Background: an optimization exercise with open tools, aiming at small area, a short achievable clock period and few clock cycles per item. Do not read the settings as production practice. Where RTL was checked, it was by simulation tests only, not by an equivalence proof against the original. Power is estimated from default activity; no workload was simulated.

==> flow/design.v (excerpt) <==
module host_envelope_deframer_crc16_core #(
	parameter int ENVELOPE_BYTES    = 40,
	parameter int INNER_FRAME_BYTES = 36
) (
	input  logic                           clk,
	input  logic                           arst_n,
	input  logic                           cfg_we,
	input  logic [hedc_pkg::CFG_IDX_W-1:0] cfg_idx,
	input  logic [7:0]                     cfg_data,
	input  logic                           rx_valid,
	output logic                           rx_stall,
	input  logic [7:0]                     rx_byte,
	output logic                           out_valid,
	input  logic                           out_stall,
	output logic [7:0]                     out_byte,
	output logic                           out_last
);
Size in the first run: roughly 870 cells after synthesis, about 450 flip-flops, about 35 I/O pins, roughly 0.013 mm² of cells after synthesis.
make LEC_CHECK=0 ABC_CLOCK_PERIOD_IN_PS=2000 CAP_MARGIN=20 CORE_MARGIN=2 CORE_UTILIZATION=40 CTS_BUF_LIST='sky130_fd_sc_hd__clkbuf_4 sky130_fd_sc_hd__clkbuf_8' PLACE_DENSITY=0.6 SETUP_SLACK_MARGIN=3.0 SLEW_MARGIN=20 finish   # period 5.0 ns
run.sh (not shown) runs the stock make flow with config.mk's settings and CLKGATE_MAP_FILE= SYNTH_SCRIPT=/design/flow/synth_recipe.tcl, a recipe that flattens the netlist after the stock synthesis.
The baseline completed without violations.
Testbench counts at the start, summed over its fixed seeds: cycles 19,434, beats 12,008.
==> next run, changes <==
--- a/flow/config.mk
+++ b/flow/config.mk
@@ -12 +11,0 @@
-export CTS_BUF_LIST = sky130_fd_sc_hd__clkbuf_4 sky130_fd_sc_hd__clkbuf_8
The changed run went through all stages and came out clean.
Power decreases by 2.7%.
Flip-flop and latch count is unchanged.
Non-clock buffer count shrinks by 11.
Final area came out lower by 2.0%.
Sequential share of layout area grows by 1.2 points.
Die area is unchanged.
Area after synthesis does not change.
Synthesized cell count does not change.
Worst setup slack improved by 0.022 ns.
Final cell count decreases by 4.2%.
Routed wire length shrinks by 0.73%.

* * *

## ember
host_envelope_deframer_crc16_core, a different RTL version from the one above (not shown whole).
Size: ~1100 cells after synthesis, roughly 450 flip-flops, ~0.013 mm^2 of cells after synthesis.
clock: 5.0 ns
lec_check: 0
abc_area: 1
abc_clock_period_in_ps: 2000
cap_margin: 20
core_margin: 2
core_utilization: 40
cts_cluster_diameter: 80
cts_cluster_size: 28
place_density: 0.6
setup_slack_margin: 2.95
slew_margin: 20
standard.sh (not shown) runs the stock make flow with config.mk's settings and CLKGATE_MAP_FILE= SYNTH_SCRIPT=/design/flow/synth_recipe.tcl, a recipe that flattens the netlist after the stock synthesis.
==> flow/flow/run.sh <==
#!/bin/bash
# The standard layout (the standard.sh, ORFS synthesis to finish), with
# two changes to how the layout is made:
#  - the port buffers that buffer_ports inserts are sky130_fd_sc_hd__buf_2
#    instead of the delay cell it picks by default;
#  - clock tree synthesis runs with the standard arguments (and the cluster
#    settings of config.mk) but inserts no dummy loads.
# Everything else, including synthesis, floorplan, power grid and tap cells,
# is the standard flow.
set -euo pipefail
cd "$(dirname "$0")/.."
bash standard.sh \
	'BUFFER_PORTS_ARGS=-buffer_cell sky130_fd_sc_hd__buf_2' \
	'CTS_ARGS=-sink_clustering_enable -repair_clock_nets -sink_clustering_size 28 -sink_clustering_max_diameter 80 -dont_use_dummy_load -sink_clustering_levels 1' \
	finish > run_make.log 2>&1
ember was carried through to the last stage, and its layout satisfied the timing, DRC and antenna checks.
Testbench counts of ember, summed over its fixed seeds: cycles 19,364, beats 12,008.
Relative to ember, the following input files were edited for maple:
Settings: ABC_AREA no longer set, was 1; SETUP_SLACK_MARGIN now 3.0, was 2.95.
==> flow/run.sh (new file) <==
#!/bin/bash
# synth_recipe.tcl (not shown) runs the flow's synth.tcl, then flattens the netlist and writes it again
# the make line also repeats each setting of config.mk as NAME=value (left out here)
make -C /OpenROAD-flow-scripts/flow DESIGN_CONFIG=/design/flow/config.mk WORK_HOME=/design/flow/orfs CLKGATE_MAP_FILE= SYNTH_SCRIPT=/design/flow/synth_recipe.tcl finish
removed: flow/flow/run.sh
removed: flow/standard.sh
==> run notes <==
maple vs ember on first-pass GRT wire length: maple is the higher one. The global routing usage on met1 in maple was higher than what ember gave. Compared with ember, maple shows sequential share of layout area lower by 1.9 points. Summary of maple over ember: overall die area decreased about 0.64%; layout cell share with drive strength beyond 1 went up; synthesis-to-finish area growth higher. Summary of maple over ember: post-route fraction of the period consumed by the critical path has increased; final routed wirelength across all metal layers has increased; total track usage has increased; via count has decreased.
### maple -> amber
Settings: SETUP_SLACK_MARGIN: 3.0 -> 2.95; ABC_AREA: unset -> 1.
Notes after the runs:
On amber: xor-xnor portion of the synthesized cell area is 1.8 points lower than what maple gave.
In the flow results for amber and maple, the portion of total power attributed to the clock network is smaller on maple.
On number of cell instances on the worst register-to-register path: amber sits above maple.
Across amber and maple, the outcome is the same: a clean finish for every run.

* * *

== try-indigo ==
Another version of the RTL of host_envelope_deframer_crc16_core (not shown whole).
Size in the first run: about 460 flip-flops, ~35 I/O pins, ~0.014 mm² of cells after synthesis.
make LEC_CHECK=0 ABC_CLOCK_PERIOD_IN_PS=2000 CAP_MARGIN=20 CORE_MARGIN=2 CORE_UTILIZATION=60 CTS_CLUSTER_DIAMETER=80 CTS_CLUSTER_SIZE=28 PLACE_DENSITY=0.75 SETUP_SLACK_MARGIN=3.0 SLEW_MARGIN=20 finish   # period 5.0 ns
run.sh (not shown) runs the stock make flow with config.mk's settings and CLKGATE_MAP_FILE= SYNTH_SCRIPT=/design/flow/synth_recipe.tcl, a recipe that flattens the netlist after the stock synthesis.
Stock flow here: none of the scripts above is used.
Edits applied to the flow inputs when going from try-indigo to try-raven:
- changing PLACE_DENSITY from 0.75 to 0.6
- changing CORE_UTILIZATION from 60 to 40
--- outcome ---
- Between try-indigo and try-raven, the number of cells on the critical path is higher for try-indigo.
- Re detailed-router iteration count before antenna repair: no difference whatsoever between try-raven and try-indigo.
- Cmp try-indigo and try-raven / combined buffer and inverter count along the critical path / lower: try-raven
- Final cycle utilization of the critical path across try-indigo and try-raven: no real change.
- Placeable core region grows by more than a quarter when moving from try-indigo to try-raven.
- Total power after layout shrinks slightly when moving from try-indigo to try-raven.
- Diff try-indigo -> try-raven: design area grew by about 1.2%; aggregate routed wire length now smaller.
- Taking try-indigo as the reference, in try-raven achievable frequency comparable, global routing usage on met2 shrank by 11 points.
Input changes introduced in try-tundra (baseline for comparison: try-raven):
- SETUP_SLACK_MARGIN changed from 3.0 to 2.85
The via count was comparable across try-tundra and try-raven. Compared with try-raven, try-tundra shows a higher worst hold slack. Compared to try-raven, the routing of try-tundra uses more wire. Summary: with try-raven as the reference, final cell count in try-tundra moved down slightly. try-tundra vs. try-raven: maximum frequency from static timing analysis went down by about 0.9%. Between try-tundra and try-raven, the difference in latest clock arrival within the worst-skew pair is negligible. In the tables for try-tundra and try-raven, post-CTS setup repair buffer count reads higher with try-raven. The lower global router's overall resource usage of try-tundra and try-raven is in try-tundra. According to the power report, total power for try-tundra is lower than for try-raven.
No functional check of the RTL was part of any run of this note.

-- re-timing with driven ports --
How much do the figures lean on ideal ports? The routed layouts below were timed once more, with nothing changed but the port constraints. Step 1 assumes that a clkbuf_16 drives the clock port and a buf_2 every other input. Step 2 moves the port delays by t, midway between the first and last clock arrival at a register: inputs arrive t later, outputs are due t later. That takes back most of the time a late clock gives input paths. Slacks: ideal / step 1 / step 2; pairs: ideal / step 1.
run | shift t [ns] | slack for setup (ns) | worst setup path after step 2 | worst slew at a driven data input, ns
the first run of note 1 | 0.609 | 2.797 / 2.797 / 2.449 | input to register | 0.04
the second run of note 1 | 0.581 | 2.818 / 2.818 / 2.519 | input to register | 0.04
ember | 0.551 | 2.913 / 2.866 / 2.821 | input to register | 0.03
maple | 0.572 | 2.645 / 2.645 / 2.449 | input to register | 0.05
amber | 0.572 | 2.917 / 2.870 / 2.431 | input to register | 0.04
try-indigo | 0.575 | 2.858 / 2.817 / 2.525 | input to register | 0.04
try-raven | 0.577 | 2.861 / 2.812 / 2.552 | input to register | 0.04
try-tundra | 0.578 | 2.843 / 2.796 / 2.366 | input to register | 0.04
After both steps setup and hold are still met in every run listed. The setup slack of amber, which loses most, moves by -0.047 ns with the drivers and by -0.486 ns with both steps.
